From an optimization exercise on the open Yosys and OpenROAD flow, aimed at small area, a short achievable clock period and few clock cycles; shortcuts taken in it are not production practice. Where RTL was checked, it was by simulation tests only, not by an equivalence proof against the original. No functional check of the RTL was part of runs 2 to 4. Power figures rest on the tool's default switching activity, not on a simulated workload.

==> flow/design.v <==
module rab_inv_range_ctrl #(
   parameter int unsigned AW               = 32,
   parameter int unsigned N_SLICES         = 16,
   parameter int unsigned L2_N_SETS        = 32,
   parameter int unsigned L2_N_SET_ENTRIES = 32,
   parameter int unsigned PG_BITS          = 12
) (
   input  logic                                              Clk_CI,
   input  logic                                              Rst_RI,
   input  logic [AW-1:0]                                     AwAddr_DI,
   input  logic                                              AwValid_SI,
   output logic                                              AwReady_SO,
   input  logic [AW-1:0]                                     WData_DI,
   input  logic                                              WValid_SI,
   output logic                                              WReady_SO,
   output logic [1:0]                                        BResp_DO,
   output logic                                              BValid_SO,
   input  logic                                              BReady_SI,
   input  logic [N_SLICES*AW-1:0]                            L1First_DI,
   input  logic [N_SLICES*AW-1:0]                            L1Last_DI,
   output logic [N_SLICES-1:0]                               L1Inv_SO,
   output logic [$clog2(L2_N_SETS*L2_N_SET_ENTRIES)-1:0]     L2Addr_DO,
   output logic                                              L2Rd_SO,
   input  logic [AW-PG_BITS-1:0]                             L2RdVpn_DI,
   input  logic                                              L2RdValid_DI,
   output logic                                              L2ClrValid_SO,
   output logic                                              Busy_SO
);
   localparam int unsigned N_ENTRIES = L2_N_SETS * L2_N_SET_ENTRIES;
   localparam int unsigned IW        = $clog2(N_ENTRIES);
   localparam logic [IW-1:0] SWEEP_FIRST = '0;
   localparam logic [IW-1:0] SWEEP_LAST  = IW'(1) << (IW-1);
   function automatic logic [IW-1:0] nxt(input logic [IW-1:0] s);
      nxt = {s[IW-2:0], s[IW-1] ^ s[6] ^ (s[IW-2:0] == '0)};
   endfunction
   logic              aw_held_q, w_held_q;    
   logic              a10_q, a18_q;           
   logic [AW-1:0]     wdata_q;                
   logic [AW-1:0]     lo_q;
   logic [AW-1:0]     x1_q, x2_q;             
   logic              busy_q;                 
   logic [N_SLICES+1:0] l1_q;                 
   logic              ov_q;                   
   logic              l2_q;                   
   logic              resp_q;                 
   logic              err_q;                  
   logic [IW+2:0]     ra_q;                   
   logic              rdp_q;                  
   logic              p2_q;                   
   logic              vv_q;                   
   logic              hq_q;                   
   logic              dn_q;                   
   logic              idle, exec, aw_rdy, w_rdy, b_fire;
   logic              rd, hit, start_l1, le, ge, l2_end;
   logic [AW-1:0]     x1, x2;
   logic [IW-1:0]     ca;
   logic              unused_addr;
   assign unused_addr = ^AwAddr_DI[AW-1:8];
   assign idle   = !busy_q;
   assign exec   = idle && aw_held_q && w_held_q;
   assign aw_rdy = !Rst_RI && idle && !aw_held_q;
   assign w_rdy  = !Rst_RI && idle && !w_held_q;
   assign b_fire = resp_q && BReady_SI;
   always_comb begin
      x1 = idle ? lo_q : '0;
      x2 = '0;
      if (rdp_q) begin
         x1 = x1 | {L2RdVpn_DI, {PG_BITS{1'b0}}};
         x2 = x2 | {L2RdVpn_DI, {PG_BITS{1'b1}}};
      end
      for (int unsigned i = 0; i < N_SLICES; i++) begin
         x1 = x1 | (L1First_DI[i*AW +: AW] & {AW{l1_q[i]}});
         x2 = x2 | (L1Last_DI[i*AW +: AW]  & {AW{l1_q[i]}});
      end
   end
   assign le = (x1_q <= wdata_q);
   assign ge = (x2_q >= lo_q);
   assign start_l1 = exec && a18_q && le;         
   assign rd       = l2_q && !hq_q && !dn_q;
   assign hit      = p2_q && vv_q && le && ge;
   assign l2_end   = l2_q && dn_q && !rdp_q && !hit;
   always_comb begin
      unique case ({rdp_q, p2_q})
         2'b00:   ca = ra_q[IW:1];
         2'b11:   ca = ra_q[IW+2:3];
         default: ca = ra_q[IW+1:2];
      endcase
   end
   assign AwReady_SO    = aw_rdy;
   assign WReady_SO     = w_rdy;
   assign BValid_SO     = resp_q;
   assign BResp_DO      = {err_q, 1'b0};
   assign Busy_SO       = busy_q;
   assign L1Inv_SO      = l1_q[N_SLICES+1:2] & {N_SLICES{ov_q}};
   assign L2Rd_SO       = rd;
   assign L2ClrValid_SO = hq_q;
   assign L2Addr_DO     = hq_q ? ca : ra_q[IW-1:0];
   always_ff @(posedge Clk_CI or posedge Rst_RI) begin
      if (Rst_RI) begin
         aw_held_q <= 1'b0;
         w_held_q  <= 1'b0;
         lo_q      <= '0;
         busy_q    <= 1'b0;
         l1_q      <= '0;
         l2_q      <= 1'b0;
         resp_q    <= 1'b0;
         err_q     <= 1'b0;
         ra_q      <= {3'b000, SWEEP_FIRST};
         rdp_q     <= 1'b0;
         p2_q      <= 1'b0;
         hq_q      <= 1'b0;
         dn_q      <= 1'b0;
      end else begin
         if (exec) begin
            aw_held_q <= 1'b0;
            w_held_q  <= 1'b0;
            busy_q    <= 1'b1;
            err_q     <= a18_q && !le;
            resp_q    <= !start_l1;
            if (a10_q) lo_q <= wdata_q;
         end else begin
            if (AwValid_SI && aw_rdy) aw_held_q <= 1'b1;
            if (WValid_SI && w_rdy)   w_held_q  <= 1'b1;
            if (b_fire) begin
               busy_q <= 1'b0;
               resp_q <= 1'b0;
            end
            if (l2_end) resp_q <= 1'b1;
         end
         l1_q  <= {l1_q[N_SLICES:0], start_l1};
         rdp_q <= rd;
         p2_q  <= rdp_q;
         hq_q  <= hit;
         if (rd) ra_q <= {ra_q[IW+1:IW-1], nxt(ra_q[IW-1:0])};
         if (l1_q[N_SLICES-2]) l2_q <= 1'b1;
         else if (l2_end)      l2_q <= 1'b0;
         dn_q  <= l2_q && (dn_q || (rd && ra_q[IW-1:0] == SWEEP_LAST));
      end
   end
   always_ff @(posedge Clk_CI) begin
      x1_q <= x1;
      x2_q <= x2;
      vv_q <= L2RdValid_DI;
      ov_q <= le && ge;
      if (AwValid_SI && aw_rdy) begin
         a10_q <= (AwAddr_DI[7:0] == 8'h10);
         a18_q <= (AwAddr_DI[7:0] == 8'h18);
      end
      if (WValid_SI && w_rdy) wdata_q <= WData_DI;
   end
endmodule
==> flow/flow/run.sh <==
#!/bin/bash
# Standard layout, with the port buffers made from the smallest buffer cell.
set -euo pipefail
export BUFFER_PORTS_ARGS="-buffer_cell sky130_fd_sc_hd__buf_1"
bash standard.sh > standard.log 2>&1
==> flow/standard.sh <==
#!/bin/bash
# synth_recipe.tcl (not shown) runs the flow's synth.tcl, then flattens the netlist and writes it again
# the make line also repeats each setting of config.mk as NAME=value (left out here)
make -C /OpenROAD-flow-scripts/flow DESIGN_CONFIG=/design/flow/config.mk WORK_HOME=/design/flow/orfs CLKGATE_MAP_FILE= SYNTH_SCRIPT=/design/flow/synth_recipe.tcl "${@:-finish}"
==> flow/config.mk <==
export PLATFORM = sky130hd
export DESIGN_NAME = rab_inv_range_ctrl
export DESIGN_NICKNAME = rab_inv_range_ctrl
export VERILOG_FILES = /design/flow/design.v
export SDC_FILE = /design/flow/constraint.sdc
export NUM_CORES = 4
export LEC_CHECK = 0
export ABC_CLOCK_PERIOD_IN_PS = 3000
export CAP_MARGIN = 20
export CORE_AREA = 5 5 395 395
export DIE_AREA = 0 0 400 400
export SETUP_SLACK_MARGIN = 4
export SLEW_MARGIN = 20
==> flow/constraint.sdc <==
create_clock -name core_clock -period 7.0 [get_ports {Clk_CI}]
set_input_delay 1.4000 -clock core_clock [delete_from_list [all_inputs] [get_ports {Clk_CI}]]
set_output_delay 1.4000 -clock core_clock [all_outputs]
set_load 0.01 [all_outputs]
==> out/summary.json, run 1 <==
{
  "outcome": {
    "status": "no timing/DRC/antenna violations"
  },
  "min_path": {
    "hold_path.class": "flip-flop to flip-flop",
    "timing.hold.worst.start": "l1_q[16]$_DFF_PP0_"
  },
  "yosys": {
    "syn_area_um2": 12600,
    "synth_seq_cells": 173,
    "async_flop_share": 0.422,
    "synth.largest_area_cell": "sky130_fd_sc_hd__dfrtp_1",
    "synth.yosys.seq_area_share": 0.330,
    "netlist-cell-type-count": 53,
    "postSynthCellCount": 1398,
    "syn-mean-instance-area_um2": 9.03,
    "synthFlopType": "sky130_fd_sc_hd__dfrtp_1",
    "synth_largest_type_area_fraction": 0.145,
    "synth.top_cells.by_area": "sky130_fd_sc_hd__dfrtp_1, sky130_fd_sc_hd__a221oi_1, sky130_fd_sc_hd__dfxtp_1",
    "synth_warnings": 1,
    "postSynthNetCount": 2578,
    "synth_enable_flop_cells": 34
  },
  "clock_network": {
    "ctsHoldBuffers": 0,
    "cts_root_buf": "sky130_fd_sc_hd__clkbuf_16",
    "htree_num_levels": 4,
    "insertion_delay_ns": 0.54,
    "clock_tree_from_tritoncts": "yes",
    "clkTransAtPathRegs_ns": 0.09,
    "cts_made_buffers": 17,
    "cts_sinks": 173,
    "cts.path.max_buffers": 2
  },
  "floorplan": {
    "number_of_core_rows": 143,
    "floorplan.die_area_um2": 160000,
    "die_h_um": 400,
    "effective_utilization_at_floorplan": 0.0833,
    "io_count": 1148,
    "die_w_um": 400,
    "fp.coreArea_um2": 152000
  },
  "worst_setup_path": {
    "critical_path.reg2reg.startpoint": "l1_q[9]$_DFF_PP0_",
    "worst-path-max-fanout": 8,
    "crit_start": "rdp_q$_DFF_PP0_",
    "cp_data_required_time_ns": 5.60,
    "critPathCaptureType": "output pin",
    "worst_setup_path_start_kind": "flip-flop",
    "crit_type": "flip-flop to output pin",
    "critPathArrivalTime_ns": 2.04
  },
  "final_layout": {
    "net_count_final": 3681,
    "synthToLayoutAreaGrowth_pct": 67.4,
    "final_core_util": 0.140,
    "drive_above_1_share": 0.0891,
    "highest_count_cells_in_the_layout_ignoring_fill_and_taps": "sky130_fd_sc_hd__buf_1, sky130_fd_sc_hd__a221oi_1, sky130_fd_sc_hd__a22oi_1",
    "fill_cells": 17586,
    "layout.cells.most_common": "sky130_fd_sc_hd__buf_1"
  },
  "sta": {
    "worst_slew_margin_rel": 0.117,
    "max_slew.worst_pin.slew_ns": 1.32,
    "fmax_mhz": 290,
    "final-setup-viol-count": 0,
    "worst_slack_ns": 3.56,
    "final.setup_skew_ns": 0.0265,
    "rsz0062_at_grt": "yes",
    "slew_violations": 0,
    "finalWorstPathRequiredPeriod_ns": 3.44,
    "finalCritPeriodShare": 0.492,
    "timing.setup.tns_ns": 0,
    "hold_viol": 0
  },
  "global_route": {
    "grt_pass1_vias": 19219,
    "globalRoute.totalOverflow": 0,
    "grt_pass1_wl_mm": 239,
    "grt_antenna_before_repair": 222,
    "groute.usage.overall": 0.241,
    "largest_net_degree_at_the_start_of_global_routing": 64
  },
  "routing": {
    "route.detailed.wl_per_inst_um": 44.1,
    "drc": 0,
    "wl_mm": 204,
    "drt_first_pass_iters": 11,
    "final_antenna_net_count": 0,
    "vias_per_cell": 4.49,
    "dr.first_iter.drc_count": 3083,
    "route.vias.total": 20717
  },
  "pwr": {
    "p_per_area_nw_per_um2": 380,
    "peakVddDrop_mv": 0.226,
    "power_leakage_nw": 6.98,
    "finalPower_mw": 8.04
  },
  "placement": {
    "detailedPlacementHpwl_mm": 169,
    "numPortBuffers": 1122,
    "detailedPlace.worstSlack_ns": 3.16,
    "globalplace.congestion": 1.00
  },
  "flow_run": {
    "drv.max_cap_violation_count": 0
  }
}
final timing paths:
path                       depth (start not counted)                    to  slack, ns
setup / recovery                                   7          L2Addr_DO[1]       3.56
hold / removal                                     0    l1_q[17]$_DFF_PP0_       0.40
setup reg to reg                                   7      x1_q[21]$_DFF_P_       3.98
hold reg to reg                                    0    l1_q[17]$_DFF_PP0_       0.40
max in group asynchronous                          5       rdp_q$_DFF_PP0_       4.51
min in group asynchronous                          4  w_held_q$_DFFE_PP0P_       1.14
flip-flops by register name, indices dropped and copies added (netlist names), 13 cells and up:
register,cells
lo_q,32
wdata_q,32
x1_q,32
x2_q,32
l1_q,18
ra_q,13
what timing repair did:
action / in CTS / in global routing
cloned: 5 / 1
resized for setup: 55 / 65
pin swaps: 2 / 11
endpoints found under the setup margin: 38 / 17
setup buffers: 32 / 8
through the flow:
stage | hold WS (ns) | cells | area (µm²)
finish | 0.404 | 4616 | 21200
global route | 0.404 | 4587 | 21100
floorplan | 0.347 | 1398 | 12600
global placement | 0.358 | 4459 | 19300
CTS | 0.384 | 4535 | 20700
detailed placement | 0.363 | 4466 | 19400
where the power goes:
group          total [mW]  internal [mW]  switching [mW]
Combinational        5.11           1.68            3.43
Clock                1.09          0.487           0.601
Sequential           1.84           1.43           0.408
metal layers:
metal / track usage / vias up / routed length, µm
li1: - / 8116 / -
met1: 0.299 / 10274 / 82800
met2: 0.385 / 1749 / 93700
met3: 0.0677 / 516 / 17300
met4: 0.112 / 62 / 9540
met5: 0 / - / 364
cells by family (layout without fill, tap and decap cells):
kind of cell / count (synthesis) / after routing / synth area share
simple gates: 283 / 283 / 0.116
flops: 173 / 173 / 0.330
buf+inv: 208 / 1324 / 0.0624
mux: 24 / 24 / 0.0214
fa+ha+maj: 66 / 66 / 0.0654
xor+xnor: 2 / 2 / 0.00139
compound gates: 641 / 641 / 0.403
other cells: 1 / 73 / 0.000297
cell type report:
| type | instances | area [µm²] | area share |
|---|---|---|---|
| Multi-Input combinational cell | 1017 | 7880 | 0.373 |
| Timing Repair Buffer | 1222 | 5420 | 0.256 |
| Antenna cell | 72 | 180 | 0.00852 |
| Inverter | 70 | 269 | 0.0127 |
| Tap cell | 2030 | 2540 | 0.120 |
| Sequential cell | 173 | 4240 | 0.201 |
| Clock buffer | 17 | 425 | 0.0201 |
| Clock inverter | 15 | 190 | 0.00899 |
critical path, stage by stage (launching register included):
cell and delay [ns]:
sky130_fd_sc_hd__dfrtp_4 0.52, sky130_fd_sc_hd__inv_4 0.08, sky130_fd_sc_hd__ha_4 0.24, sky130_fd_sc_hd__buf_6 0.15
sky130_fd_sc_hd__nand2_2 0.04, sky130_fd_sc_hd__o21ai_1 0.06, sky130_fd_sc_hd__mux2_4 0.29, sky130_fd_sc_hd__buf_6 0.13
Yosys cell counts (all sizes together) (27+ instances only):
master  instances
a221oi        176
a22oi         163
a22o          123
clkbuf        115
nand2         113
o21ai          74
dfrtp          73
inv            70
dfxtp          66
ha             66
nand4          61
a222oi         44
edfxtp         34
and3           27
Testbench counts, summed over its fixed seeds: cycles 102,010.
==> inputs of run 2 (changes only) <==
--- a/flow/design.v
+++ b/flow/design.v
@@ -33,6 +33,9 @@
    function automatic logic [IW-1:0] nxt(input logic [IW-1:0] s);
       nxt = {s[IW-2:0], s[IW-1] ^ s[6] ^ (s[IW-2:0] == '0)};
    endfunction
+   function automatic logic [IW-1:0] prv(input logic [IW-1:0] s);
+      prv = {s[0] ^ s[7] ^ (s[IW-1:1] == '0), s[IW-1:1]};
+   endfunction
    logic              aw_held_q, w_held_q;    
    logic              a10_q, a18_q;           
    logic [AW-1:0]     wdata_q;                
@@ -44,7 +47,7 @@
    logic              l2_q;                   
    logic              resp_q;                 
    logic              err_q;                  
-   logic [IW+2:0]     ra_q;                   
+   logic [IW-1:0]     ra_q;                   
    logic              rdp_q;                  
    logic              p2_q;                   
    logic              vv_q;                   
@@ -80,11 +83,9 @@
    assign hit      = p2_q && vv_q && le && ge;
    assign l2_end   = l2_q && dn_q && !rdp_q && !hit;
    always_comb begin
-      unique case ({rdp_q, p2_q})
-         2'b00:   ca = ra_q[IW:1];
-         2'b11:   ca = ra_q[IW+2:3];
-         default: ca = ra_q[IW+1:2];
-      endcase
+      ca = prv(ra_q);
+      if (rdp_q) ca = prv(ca);
+      if (p2_q)  ca = prv(ca);
    end
    assign AwReady_SO    = aw_rdy;
    assign WReady_SO     = w_rdy;
@@ -94,7 +95,7 @@
    assign L1Inv_SO      = l1_q[N_SLICES+1:2] & {N_SLICES{ov_q}};
    assign L2Rd_SO       = rd;
    assign L2ClrValid_SO = hq_q;
-   assign L2Addr_DO     = hq_q ? ca : ra_q[IW-1:0];
+   assign L2Addr_DO     = hq_q ? ca : ra_q;
    always_ff @(posedge Clk_CI or posedge Rst_RI) begin
       if (Rst_RI) begin
          aw_held_q <= 1'b0;
@@ -105,7 +106,7 @@
          l2_q      <= 1'b0;
          resp_q    <= 1'b0;
          err_q     <= 1'b0;
-         ra_q      <= {3'b000, SWEEP_FIRST};
+         ra_q      <= SWEEP_FIRST;
          rdp_q     <= 1'b0;
          p2_q      <= 1'b0;
          hq_q      <= 1'b0;
@@ -131,10 +132,10 @@
          rdp_q <= rd;
          p2_q  <= rdp_q;
          hq_q  <= hit;
-         if (rd) ra_q <= {ra_q[IW+1:IW-1], nxt(ra_q[IW-1:0])};
+         if (rd) ra_q <= nxt(ra_q);
          if (l1_q[N_SLICES-2]) l2_q <= 1'b1;
          else if (l2_end)      l2_q <= 1'b0;
-         dn_q  <= l2_q && (dn_q || (rd && ra_q[IW-1:0] == SWEEP_LAST));
+         dn_q  <= l2_q && (dn_q || (rd && ra_q == SWEEP_LAST));
       end
    end
    always_ff @(posedge Clk_CI) begin
==> out/summary.json, run 2 <==
{
  "outcome": {
    "status": "no timing/DRC/antenna violations"
  },
  "worst_setup_path": {
    "critical-path-max-stage-delay_ns": 0.54,
    "worst-path-max-fanout": 4,
    "path_delay_family": "simple AND/OR/NAND/NOR gates",
    "worst_setup_path_start_kind": "flip-flop",
    "critPathArrivalTime_ns": 2.99,
    "crit_start": "ra_q[6]$_DFFE_PP0P_",
    "critPathCaptureType": "output pin",
    "timing.critical_path.buf_inv": 1,
    "crit_type": "flip-flop to output pin",
    "crit_chain": "or4_4 > or4b_4 > o32ai_4 > o2bb2ai_2 > and4_1 > o22ai_1 > a31oi_1 > buf_2",
    "cp_data_required_time_ns": 5.60,
    "timing.critical_path.slowest_stage_cell": "sky130_fd_sc_hd__or4b_4",
    "critical_path.reg2reg.startpoint": "l1_q[15]$_DFF_PP0_"
  },
  "floorplan": {
    "floorplan.die_area_um2": 160000,
    "die_h_um": 400,
    "number_of_core_rows": 143,
    "fp.coreArea_um2": 152000,
    "die_w_um": 400,
    "io_count": 1148,
    "effective_utilization_at_floorplan": 0.0839
  },
  "final_layout": {
    "design_area_um2": 21100,
    "synthToLayoutAreaGrowth_pct": 65.8,
    "fill_cells": 17665,
    "highest_count_cells_in_the_layout_ignoring_fill_and_taps": "sky130_fd_sc_hd__buf_1, sky130_fd_sc_hd__a221oi_1, sky130_fd_sc_hd__a22oi_1",
    "final_core_util": 0.139,
    "layout.cells.most_common": "sky130_fd_sc_hd__buf_1",
    "net_count_final": 3702,
    "drive_above_1_share": 0.0847,
    "finish.cell_count_without_fillers": 4630
  },
  "placement": {
    "detailedPlace.worstSlack_ns": 2.84,
    "detailedPlacementHpwl_mm": 132,
    "detailed_place.area_um2": 19300,
    "numPlacedInstances": 4478,
    "numPortBuffers": 1122,
    "globalplace.congestion": 0.942
  },
  "yosys": {
    "synth.top_cells.by_count": "sky130_fd_sc_hd__a221oi_1, sky130_fd_sc_hd__a22oi_1, sky130_fd_sc_hd__a22o_1",
    "synth_largest_type_area_fraction": 0.138,
    "synth_seq_cells": 170,
    "synthFlopType": "sky130_fd_sc_hd__dfrtp_1",
    "synthMostInstantiatedCell": "sky130_fd_sc_hd__a221oi_1",
    "synth_warnings": 1,
    "async_flop_share": 0.412,
    "syn-mean-instance-area_um2": 8.92,
    "synth.largest_area_cell": "sky130_fd_sc_hd__dfrtp_1",
    "postSynthCellCount": 1424,
    "netlist-cell-type-count": 65,
    "synth.top_cells.by_area": "sky130_fd_sc_hd__dfrtp_1, sky130_fd_sc_hd__a221oi_1, sky130_fd_sc_hd__dfxtp_1",
    "synth_enable_flop_cells": 34,
    "syn_area_um2": 12700,
    "postSynthNetCount": 2602,
    "synth.yosys.seq_area_share": 0.322
  },
  "sta": {
    "final-setup-viol-count": 0,
    "final.setup_skew_ns": 0.0213,
    "hold_viol": 0,
    "worst_slew_margin_rel": 0.270,
    "whs_ns": 0.380,
    "finalCritPeriodShare": 0.626,
    "worst_slack_ns": 2.61,
    "fmax_mhz": 228,
    "finalWorstPathRequiredPeriod_ns": 4.39,
    "max_slew.worst_pin.slew_ns": 1.10,
    "rsz0062_at_grt": "yes",
    "timing.setup.tns_ns": 0,
    "slew_violations": 0
  },
  "global_route": {
    "grt_pass1_vias": 18666,
    "groute.usage.overall": 0.192,
    "grt_pass1_wl_mm": 197,
    "largest_net_degree_at_the_start_of_global_routing": 47,
    "grt_antenna_before_repair": 130,
    "globalRoute.totalOverflow": 0
  },
  "routing": {
    "wl_mm": 165,
    "vias_per_cell": 4.38,
    "route.vias.total": 20279,
    "drc": 0,
    "route.detailed.wl_per_inst_um": 35.7,
    "drt_first_pass_iters": 9,
    "dr.first_iter.drc_count": 3376,
    "final_antenna_net_count": 0
  },
  "clock_network": {
    "insertion_delay_ns": 0.51,
    "cts_root_buf": "sky130_fd_sc_hd__clkbuf_16",
    "cts.path.max_buffers": 2,
    "cts_made_buffers": 17,
    "cts_sinks": 170,
    "clkTransAtPathRegs_ns": 0.09,
    "ctsHoldBuffers": 0,
    "htree_num_levels": 4,
    "clock_tree_from_tritoncts": "yes"
  },
  "pwr": {
    "finalPower_mw": 2.36,
    "peakVddDrop_mv": 0.169,
    "p_per_area_nw_per_um2": 112,
    "power_leakage_nw": 6.94
  },
  "min_path": {
    "timing.hold.worst.start": "l1_q[16]$_DFF_PP0_",
    "hold_path.class": "flip-flop to flip-flop"
  },
  "flow_run": {
    "drv.max_cap_violation_count": 0
  }
}
[run 2: changes by cell type after synthesis, sizes merged, moves of 6 or more]
cell,before,now
a21oi,21,30
buf,23,48
clkbuf,115,94
mux2,24,9
nor2,11,17
o22ai,0,7
[run 2: power by group]
part	internal (mW)	switching, mW	leakage (nW)
logic	0.139	0.177	4.88
registers	1.00	0.00111	1.77
clock network	0.481	0.557	0.293
total	1.62	0.736	6.94
[run 2: final timing paths]
kind	endpoint	slack, ns	depth (start not counted)
min in group asynchronous	lo_q[14]$_DFFE_PP0P_	1.16	3
max reg2reg	x2_q[31]$_DFF_P_	3.95	5
min	l1_q[17]$_DFF_PP0_	0.38	0
min reg2reg	l1_q[17]$_DFF_PP0_	0.38	0
max in group asynchronous	l1_q[14]$_DFF_PP0_	4.48	4
max	L2Addr_DO[9]	2.61	8
[run 2: cells by family after synthesis]
family | Yosys count | share of synthesized area
adder cells (fa/ha/maj) | 64 | 0.0630
multiplexers | 14 | 0.0119
XOR/XNOR | 5 | 0.00345
AND/OR/NAND/NOR | 297 | 0.122
AO/OA/AOI/OAI | 657 | 0.410
buffers and inverters | 216 | 0.0677
other | 1 | 0.000295
flip-flops | 170 | 0.322
[run 2: timing repair]
action | in CTS | in global routing
gates cloned | 3 | 1
pin swaps | 4 | 6
setup buffers | 46 | 4
resized for setup | 74 | 15
setup endpoints to repair | 36 | 18
[run 2: metal layers]
layer  share of wire  wire length [µm]  global-route usage
met3            0.10             16900              0.0620
met1            0.37             61600               0.224
met4           0.057              9390               0.112
met2            0.47             76900               0.307
met5          0.0026               431              0.0166
[run 2: final cells by class]
type                    instances  area, µm²  area share
diodes                         63        158     0.00748
clock buffers                  17        425      0.0202
clock inverters                15        168     0.00796
inverters                      72        278      0.0132
multi-input cells            1038       7940       0.377
flip-flops and latches        170       4170       0.198
well taps                    2030       2540       0.121
repair buffers               1225       5390       0.256
==> inputs of run 3 (changes only) <==
--- a/flow/design.v
+++ b/flow/design.v
@@ -40,8 +40,11 @@
    logic              a10_q, a18_q;           
    logic [AW-1:0]     wdata_q;                
    logic [AW-1:0]     lo_q;
-   logic [AW-1:0]     x1_q, x2_q;             
+   localparam int unsigned NG = AW / 8;       
+   logic [NG-1:0]     lt1_q, eq1_q;           
+   logic [NG-1:0]     gt2_q, eq2_q;           
    logic              busy_q;                 
+   logic              chk_q;                  
    logic [N_SLICES+1:0] l1_q;                 
    logic              ov_q;                   
    logic              l2_q;                   
@@ -76,9 +79,15 @@
          x2 = x2 | (L1Last_DI[i*AW +: AW]  & {AW{l1_q[i]}});
       end
    end
-   assign le = (x1_q <= wdata_q);
-   assign ge = (x2_q >= lo_q);
-   assign start_l1 = exec && a18_q && le;         
+   always_comb begin
+      le = 1'b1;
+      ge = 1'b1;
+      for (int unsigned g = 0; g < NG; g++) begin
+         le = lt1_q[g] || (eq1_q[g] && le);
+         ge = gt2_q[g] || (eq2_q[g] && ge);
+      end
+   end
+   assign start_l1 = chk_q && le;                 
    assign rd       = l2_q && !hq_q && !dn_q;
    assign hit      = p2_q && vv_q && le && ge;
    assign l2_end   = l2_q && dn_q && !rdp_q && !hit;
@@ -102,6 +111,7 @@
          w_held_q  <= 1'b0;
          lo_q      <= '0;
          busy_q    <= 1'b0;
+         chk_q     <= 1'b0;
          l1_q      <= '0;
          l2_q      <= 1'b0;
          resp_q    <= 1'b0;
@@ -116,8 +126,9 @@
             aw_held_q <= 1'b0;
             w_held_q  <= 1'b0;
             busy_q    <= 1'b1;
-            err_q     <= a18_q && !le;
-            resp_q    <= !start_l1;
+            err_q     <= 1'b0;
+            chk_q     <= a18_q;
+            resp_q    <= !a18_q;
             if (a10_q) lo_q <= wdata_q;
          end else begin
             if (AwValid_SI && aw_rdy) aw_held_q <= 1'b1;
@@ -125,6 +136,11 @@
             if (b_fire) begin
                busy_q <= 1'b0;
                resp_q <= 1'b0;
+            end
+            if (chk_q) begin
+               chk_q  <= 1'b0;
+               err_q  <= !le;
+               resp_q <= !le;
             end
             if (l2_end) resp_q <= 1'b1;
          end
@@ -139,8 +155,12 @@
       end
    end
    always_ff @(posedge Clk_CI) begin
-      x1_q <= x1;
-      x2_q <= x2;
+      for (int unsigned g = 0; g < NG; g++) begin
+         lt1_q[g] <= x1[g*8 +: 8] <  wdata_q[g*8 +: 8];
+         eq1_q[g] <= x1[g*8 +: 8] == wdata_q[g*8 +: 8];
+         gt2_q[g] <= x2[g*8 +: 8] >  lo_q[g*8 +: 8];
+         eq2_q[g] <= x2[g*8 +: 8] == lo_q[g*8 +: 8];
+      end
       vv_q <= L2RdValid_DI;
       ov_q <= le && ge;
       if (AwValid_SI && aw_rdy) begin
==> out/summary.json, run 3 <==
{
  "outcome": {
    "status": "no timing/DRC/antenna violations"
  },
  "pwr": {
    "power_leakage_nw": 7.51,
    "peakVddDrop_mv": 0.216,
    "p_per_area_nw_per_um2": 336
  },
  "yosys": {
    "syn-mean-instance-area_um2": 8.61,
    "synth_largest_type_area_fraction": 0.150,
    "synthMostInstantiatedCell": "sky130_fd_sc_hd__a22oi_1",
    "postSynthNetCount": 2552,
    "synth.top_cells.by_count": "sky130_fd_sc_hd__a22oi_1, sky130_fd_sc_hd__a221oi_1, sky130_fd_sc_hd__a22o_1",
    "async_flop_share": 0.577,
    "syn_area_um2": 11800,
    "synth_enable_flop_cells": 34,
    "postSynthCellCount": 1374,
    "synth_warnings": 1,
    "synth.yosys.seq_area_share": 0.267,
    "synth.top_cells.by_area": "sky130_fd_sc_hd__dfrtp_1, sky130_fd_sc_hd__a22oi_1, sky130_fd_sc_hd__a221oi_1",
    "synth.largest_area_cell": "sky130_fd_sc_hd__dfrtp_1",
    "netlist-cell-type-count": 58,
    "synth_seq_cells": 123,
    "synthFlopType": "sky130_fd_sc_hd__dfrtp_1"
  },
  "final_layout": {
    "drive_above_1_share": 0.170,
    "layout.cells.most_common": "sky130_fd_sc_hd__buf_1",
    "reg.largest.list": "lo_q x32, wdata_q x32, l1_q x18",
    "fill_cells": 17544,
    "synthToLayoutAreaGrowth_pct": 89.9,
    "design_area_um2": 22500,
    "highest_count_cells_in_the_layout_ignoring_fill_and_taps": "sky130_fd_sc_hd__buf_1, sky130_fd_sc_hd__a22oi_1, sky130_fd_sc_hd__a22o_1, sky130_fd_sc_hd__buf_4, sky130_fd_sc_hd__a221oi_1",
    "net_count_final": 3748,
    "final_core_util": 0.148
  },
  "clock_network": {
    "insertion_delay_ns": 0.52,
    "clock_tree_from_tritoncts": "yes",
    "cts_sinks": 123,
    "cts_root_buf": "sky130_fd_sc_hd__clkbuf_16",
    "htree_num_levels": 4,
    "cts.path.max_buffers": 2,
    "cts_made_buffers": 17,
    "clkTransAtPathRegs_ns": 0.07
  },
  "global_route": {
    "largest_net_degree_at_the_start_of_global_routing": 61,
    "grt_pass1_wl_mm": 228,
    "grt_pass1_vias": 19415,
    "groute.usage.overall": 0.228,
    "grt_antenna_before_repair": 112,
    "globalRoute.totalOverflow": 0
  },
  "floorplan": {
    "die_h_um": 400,
    "floorplan.die_area_um2": 160000,
    "fp.coreArea_um2": 152000,
    "die_w_um": 400,
    "io_count": 1148,
    "number_of_core_rows": 143,
    "effective_utilization_at_floorplan": 0.0780
  },
  "sta": {
    "worst_slew_margin_rel": 0.227,
    "max_slew.worst_pin.slew_ns": 1.16,
    "slew_violations": 0,
    "finalWorstPathRequiredPeriod_ns": 4.48,
    "fmax_mhz": 223,
    "rsz0062_at_grt": "yes",
    "timing.setup.tns_ns": 0,
    "hold_viol": 0,
    "final-setup-viol-count": 0,
    "finalCritPeriodShare": 0.640,
    "final.setup_skew_ns": 0.0245
  },
  "worst_setup_path": {
    "critPathCaptureType": "output pin",
    "critPathArrivalTime_ns": 3.08,
    "critical-path-max-stage-delay_ns": 0.56,
    "cp_data_required_time_ns": 5.60,
    "worst-path-max-fanout": 4,
    "worst_setup_path_start_kind": "flip-flop",
    "crit_type": "flip-flop to output pin",
    "crit_chain": "or4_4 > nand2b_4 > buf_12 > or3_1 > a311o_1 > o21ai_1 > nand2b_1 > a31o_1 > buf_6",
    "timing.critical_path.slowest_stage_cell": "sky130_fd_sc_hd__or4_4",
    "reg2reg_setup_slack_ns": 3.09
  },
  "placement": {
    "detailedPlacementHpwl_mm": 152,
    "detailed_place.area_um2": 18600,
    "globalplace.congestion": 0.963,
    "numPortBuffers": 1122
  },
  "min_path": {
    "hold_path.class": "flip-flop to flip-flop"
  },
  "routing": {
    "route.vias.total": 20818,
    "dr.first_iter.drc_count": 3140,
    "drc": 0,
    "vias_per_cell": 4.47,
    "drt_first_pass_iters": 9,
    "wl_mm": 194,
    "route.detailed.wl_per_inst_um": 41.7,
    "final_antenna_net_count": 0
  },
  "flow_run": {
    "drv.max_cap_violation_count": 0
  }
}
## run 3: cell families (layout without fill, tap and decap cells)
| family | Yosys count | after routing | synth area share |
|---|---|---|---|
| xor gates and xnor gates | 7 | 7 | 0.00518 |
| and+or+nand+nor | 292 | 292 | 0.130 |
| other | 1 | 48 | 0.000317 |
| DFF | 123 | 123 | 0.267 |
| AOI/OAI and AO/OA | 655 | 655 | 0.444 |
| adders and majority gates | 64 | 64 | 0.0677 |
| buffers and inverters | 217 | 1426 | 0.0718 |
| muxes | 15 | 15 | 0.0139 |
## run 3: power by group
group	internal, mW	switching [mW]	leakage [nW]	total, mW
Sequential	0.965	0.228	1.34	1.19
Combinational	2.03	3.33	5.89	5.36
Clock	0.528	0.461	0.289	0.989
Total	3.52	4.02	7.51	7.54
## run 3: metrics by stage
| stage | instances | hold slack [ns] | power [mW] | setup slack (ns) |
|---|---|---|---|---|
| floorplan | 1374 | 0.347 | 3.21 | 3.43 |
| global placement | 4434 | 0.358 | 5.66 | 2.09 |
| detailed placement | 4435 | 0.355 | 5.67 | 2.12 |
| CTS | 4583 | 0.371 | 7.32 | 2.47 |
| global route | 4638 | 0.375 | 7.92 | 2.45 |
| finish | 4660 | 0.371 | 7.54 | 2.52 |
## run 3: what timing repair did
item / 4_1_cts / 5_1_grt
hold buffers: 0 / 0
gates cloned: 7 / 1
gates resized for setup: 250 / 114
setup buffers: 109 / 29
endpoints found under the setup margin: 49 / 44
pin swaps: 77 / 59
## run 3: routing by layer
metal | global-route usage | wire, µm | vias to the layer above
met5 | 0.0231 | 558 | -
met1 | 0.261 | 71800 | 10278
met3 | 0.0889 | 22300 | 431
met4 | 0.122 | 11200 | 60
li1 | - | - | 8211
met2 | 0.363 | 88500 | 1838
## run 3: final cells by class
class	instances	area (µm²)	area share
Multi-Input combinational cell	1034	8790	0.391
Timing Repair Buffer	1319	6890	0.307
Sequential cell	123	3240	0.144
Tap cell	2030	2540	0.113
Clock buffer	22	518	0.0231
Inverter	75	285	0.0127
Antenna cell	47	118	0.00524
Clock inverter	10	77.6	0.00345
## run 3: final timing paths
check / start / endpoint / depth (start not counted)
worst max-delay path: ra_q[4]$_DFFE_PP0P_ / L2Addr_DO[9] / 9
worst min-delay path: l1_q[16]$_DFF_PP0_ / l1_q[17]$_DFF_PP0_ / 0
worst max register to register: l1_q[3]$_DFF_PP0_ / gt2_q[3]$_DFF_P_ / 13
worst min register to register: l1_q[16]$_DFF_PP0_ / l1_q[17]$_DFF_PP0_ / 0
max in group asynchronous: Rst_RI / l1_q[1]$_DFF_PP0_ / 3
min in group asynchronous: Rst_RI / aw_held_q$_DFFE_PP0P_ / 2
## run 3: critical path: cells and delay by family, from the launching register on
family          cells  cell delay, ns
buf+inv             2            0.30
flops               1            0.42
simple gates        4            1.14
compound gates      3            0.70
==> inputs of run 4 (changes only) <==
--- a/flow/design.v
+++ b/flow/design.v
@@ -33,9 +33,6 @@
    function automatic logic [IW-1:0] nxt(input logic [IW-1:0] s);
       nxt = {s[IW-2:0], s[IW-1] ^ s[6] ^ (s[IW-2:0] == '0)};
    endfunction
-   function automatic logic [IW-1:0] prv(input logic [IW-1:0] s);
-      prv = {s[0] ^ s[7] ^ (s[IW-1:1] == '0), s[IW-1:1]};
-   endfunction
    logic              aw_held_q, w_held_q;    
    logic              a10_q, a18_q;           
    logic [AW-1:0]     wdata_q;                
@@ -50,7 +47,7 @@
    logic              l2_q;                   
    logic              resp_q;                 
    logic              err_q;                  
-   logic [IW-1:0]     ra_q;                   
+   logic [IW+2:0]     ra_q;                   
    logic              rdp_q;                  
    logic              p2_q;                   
    logic              vv_q;                   
@@ -92,9 +89,11 @@
    assign hit      = p2_q && vv_q && le && ge;
    assign l2_end   = l2_q && dn_q && !rdp_q && !hit;
    always_comb begin
-      ca = prv(ra_q);
-      if (rdp_q) ca = prv(ca);
-      if (p2_q)  ca = prv(ca);
+      unique case ({rdp_q, p2_q})
+         2'b00:   ca = ra_q[IW:1];
+         2'b11:   ca = ra_q[IW+2:3];
+         default: ca = ra_q[IW+1:2];
+      endcase
    end
    assign AwReady_SO    = aw_rdy;
    assign WReady_SO     = w_rdy;
@@ -104,7 +103,7 @@
    assign L1Inv_SO      = l1_q[N_SLICES+1:2] & {N_SLICES{ov_q}};
    assign L2Rd_SO       = rd;
    assign L2ClrValid_SO = hq_q;
-   assign L2Addr_DO     = hq_q ? ca : ra_q;
+   assign L2Addr_DO     = hq_q ? ca : ra_q[IW-1:0];
    always_ff @(posedge Clk_CI or posedge Rst_RI) begin
       if (Rst_RI) begin
          aw_held_q <= 1'b0;
@@ -116,7 +115,7 @@
          l2_q      <= 1'b0;
          resp_q    <= 1'b0;
          err_q     <= 1'b0;
-         ra_q      <= SWEEP_FIRST;
+         ra_q      <= {3'b000, SWEEP_FIRST};
          rdp_q     <= 1'b0;
          p2_q      <= 1'b0;
          hq_q      <= 1'b0;
@@ -148,10 +147,10 @@
          rdp_q <= rd;
          p2_q  <= rdp_q;
          hq_q  <= hit;
-         if (rd) ra_q <= nxt(ra_q);
+         if (rd) ra_q <= {ra_q[IW+1:IW-1], nxt(ra_q[IW-1:0])};
          if (l1_q[N_SLICES-2]) l2_q <= 1'b1;
          else if (l2_end)      l2_q <= 1'b0;
-         dn_q  <= l2_q && (dn_q || (rd && ra_q == SWEEP_LAST));
+         dn_q  <= l2_q && (dn_q || (rd && ra_q[IW-1:0] == SWEEP_LAST));
       end
    end
    always_ff @(posedge Clk_CI) begin
==> out/summary.json, run 4 <==
{
  "outcome": {
    "status": "no timing/DRC/antenna violations"
  },
  "yosys": {
    "synth_largest_type_area_fraction": 0.155,
    "netlist-cell-type-count": 48,
    "async_flop_share": 0.587,
    "synth_enable_flop_cells": 34,
    "synth.top_cells.by_count": "sky130_fd_sc_hd__a22oi_1, sky130_fd_sc_hd__a221oi_1, sky130_fd_sc_hd__a22o_1",
    "synth_warnings": 1,
    "postSynthCellCount": 1348,
    "synth.yosys.seq_area_share": 0.270,
    "synth.top_cells.by_area": "sky130_fd_sc_hd__dfrtp_1, sky130_fd_sc_hd__a22oi_1, sky130_fd_sc_hd__a221oi_1",
    "syn_area_um2": 12000,
    "synthFlopType": "sky130_fd_sc_hd__dfrtp_1",
    "synth.largest_area_cell": "sky130_fd_sc_hd__dfrtp_1",
    "synth_seq_cells": 126,
    "synthMostInstantiatedCell": "sky130_fd_sc_hd__a22oi_1",
    "syn-mean-instance-area_um2": 8.88,
    "postSynthNetCount": 2528
  },
  "clock_network": {
    "cts_root_buf": "sky130_fd_sc_hd__clkbuf_16",
    "clkTransAtPathRegs_ns": 0.07,
    "cts_sinks": 126,
    "ctsHoldBuffers": 0,
    "cts_made_buffers": 17,
    "insertion_delay_ns": 0.50,
    "cts.path.max_buffers": 2,
    "clock_tree_from_tritoncts": "yes",
    "htree_num_levels": 4
  },
  "global_route": {
    "groute.layer.met1.usage": 0.279,
    "globalRouteMet2Util": 0.415,
    "grt_antenna_before_repair": 258,
    "groute.usage.overall": 0.255,
    "grt_pass1_vias": 19600,
    "grt_pass1_wl_mm": 251,
    "gr-usage-met3": 0.109,
    "globalRoute.totalOverflow": 0,
    "largest_net_degree_at_the_start_of_global_routing": 61,
    "top_usage_layer": "met2"
  },
  "final_layout": {
    "net_count_final": 3707,
    "multiInputGateArea_um2": 8760,
    "reg.largest.list": "lo_q x32, wdata_q x32, l1_q x18",
    "layout.cells.most_common": "sky130_fd_sc_hd__buf_1",
    "finish.cell_count_without_fillers": 4663,
    "synthToLayoutAreaGrowth_pct": 86.5,
    "drive_above_1_share": 0.166,
    "final_core_util": 0.147,
    "area.sequential_um2": 3300,
    "fill_cells": 17502,
    "highest_count_cells_in_the_layout_ignoring_fill_and_taps": "sky130_fd_sc_hd__buf_1, sky130_fd_sc_hd__a22oi_1, sky130_fd_sc_hd__a22o_1",
    "design_area_um2": 22300
  },
  "worst_setup_path": {
    "worst_setup_path_start_kind": "input port",
    "reg2reg_setup_slack_ns": 3.32,
    "critical_path.reg2reg.startpoint": "l1_q[1]$_DFF_PP0_",
    "cp_data_required_time_ns": 7.38,
    "regToRegEndpoint": "gt2_q[2]$_DFF_P_",
    "crit_start": "L1Last_DI[52]",
    "crit_type": "input port to flip-flop",
    "worstSetupEndpoint": "gt2_q[2]$_DFF_P_",
    "ff2ff_path_depth": 9,
    "critPathArrivalTime_ns": 4.20,
    "worst-path-max-fanout": 3,
    "critPathCaptureType": "flip-flop"
  },
  "pwr": {
    "p_per_area_nw_per_um2": 264,
    "power_leakage_nw": 7.48,
    "finalPower_mw": 5.89,
    "peakVddDrop_mv": 0.159
  },
  "sta": {
    "rsz0062_at_grt": "yes",
    "worst_slack_ns": 3.19,
    "final.setup_skew_ns": 0.0249,
    "finalWorstPathRequiredPeriod_ns": 3.81,
    "fmax_mhz": 262,
    "final-setup-viol-count": 0,
    "slew_violations": 0,
    "finalCritPeriodShare": 0.545,
    "max_slew.worst_pin.slew_ns": 1.02,
    "hold_viol": 0,
    "worst_slew_margin_rel": 0.320,
    "whs_ns": 0.365,
    "timing.setup.tns_ns": 0
  },
  "min_path": {
    "hold_path.class": "flip-flop to flip-flop",
    "timing.hold.worst.start": "l1_q[16]$_DFF_PP0_"
  },
  "routing": {
    "route.detailed.wl_per_inst_um": 46.7,
    "route.vias.total": 20756,
    "drt_first_pass_iters": 9,
    "drc": 0,
    "wl_mm": 218,
    "final_antenna_net_count": 0,
    "vias_per_cell": 4.45,
    "dr.first_iter.drc_count": 2336
  },
  "floorplan": {
    "number_of_core_rows": 143,
    "fp.coreArea_um2": 152000,
    "floorplan.die_area_um2": 160000,
    "io_count": 1148,
    "die_h_um": 400,
    "effective_utilization_at_floorplan": 0.0790,
    "die_w_um": 400
  },
  "placement": {
    "numPortBuffers": 1122,
    "detailed_place.area_um2": 18500,
    "numPlacedInstances": 4402,
    "globalplace.congestion": 1.01,
    "detailedPlacementHpwl_mm": 172,
    "detailedPlace.worstSlack_ns": 2.45
  },
  "flow_run": {
    "drv.max_cap_violation_count": 0
  }
}
## run 4: worst max-delay path: stages
cell and delay [ns]:
sky130_fd_sc_hd__buf_1 0.07, sky130_fd_sc_hd__a222oi_1 0.88, sky130_fd_sc_hd__nand4_1 0.55, sky130_fd_sc_hd__a221o_1 0.47
sky130_fd_sc_hd__ha_1 0.29, sky130_fd_sc_hd__and2_4 0.16, sky130_fd_sc_hd__nand4_1 0.15, sky130_fd_sc_hd__o21ai_1 0.14
sky130_fd_sc_hd__o21ai_2 0.08
## run 4: logic make-up (layout without fill, tap and decap cells)
kind of cell,after synthesis,after routing,synth area share
simple gates,275,275,0.120
mux,27,27,0.0254
fa+ha+maj,66,66,0.0690
xor+xnor,2,2,0.00146
compound gates,645,645,0.435
flops,126,126,0.270
other cells,1,94,0.000313
buf+inv,206,1398,0.0791
## run 4: layer usage
layer,part of all wire,vias to the layer above
met5,0.0038,-
met4,0.065,124
met3,0.11,629
met2,0.46,1752
met1,0.36,10097
li1,-,8154
## run 4: worst min-delay path by stage
| stage | cells after the start | endpoint |
|---|---|---|
| 6_report | 0 | l1_q[17]$_DFF_PP0_ |
| 5_1_grt | 0 | l1_q[17]$_DFF_PP0_ |
| 4_1_cts | 0 | l1_q[17]$_DFF_PP0_ |
| 3_5_place_dp | 0 | l1_q[17]$_DFF_PP0_ |
| 3_3_place_gp | 0 | l1_q[17]$_DFF_PP0_ |
| 2_1_floorplan | 0 | l1_q[17]$_DFF_PP0_ |
## run 4: repair_timing
item	CTS	global route
buffers inserted	98	27
pin swaps	59	68
cloned	7	4
hold endpoints to repair	0	0
setup endpoints to repair	44	39
gates resized for setup	240	92
## run 4: area by class of cell
cell class,count,share of cell area
Timing Repair Buffer,1299,0.299
Sequential cell,126,0.148
Inverter,67,0.0117
Clock inverter,14,0.00600
Multi-Input combinational cell,1016,0.392
Clock buffer,18,0.0192
Antenna cell,93,0.0104
Tap cell,2030,0.114
## run 4: report_power, final
group	internal [mW]	leakage (nW)	switching, mW
logic	1.48	5.81	2.30
registers	0.952	1.40	0.228
clock network	0.493	0.268	0.436

[port drivers added, routing unchanged]
The results above use ideal ports. As a check the final layouts listed here were re-extracted and re-timed, cells and wires unchanged. Step 1 sets driving cells, clkbuf_16 on the clock port and buf_2 on the other inputs (assumed; they add their load-dependent delay and slew). Step 2 also shifts input and output timing later by t, the mid clock arrival at the registers, as if the neighbouring blocks saw the same clock. Three values: no drivers, after step 1, after step 2; two values: the first two.
| run | t, ns | setup slack, ns | worst data-port slew with drivers (ns) |
|---|---|---|---|
| run 1 | 0.600 | 3.557 / 3.478 / 3.554 | 0.40 |
| run 2 | 0.566 | 2.615 / 2.548 / 3.114 | 0.36 |
| run 3 | 0.575 | 2.519 / 2.453 / 2.317 | 0.47 |
| run 4 | 0.544 | 3.186 / 3.086 / 2.541 | 0.35 |
After both steps setup and hold are still met in every run listed. The setup slack of run 4, which loses most, moves by -0.100 ns with the drivers and by -0.645 ns with both steps.
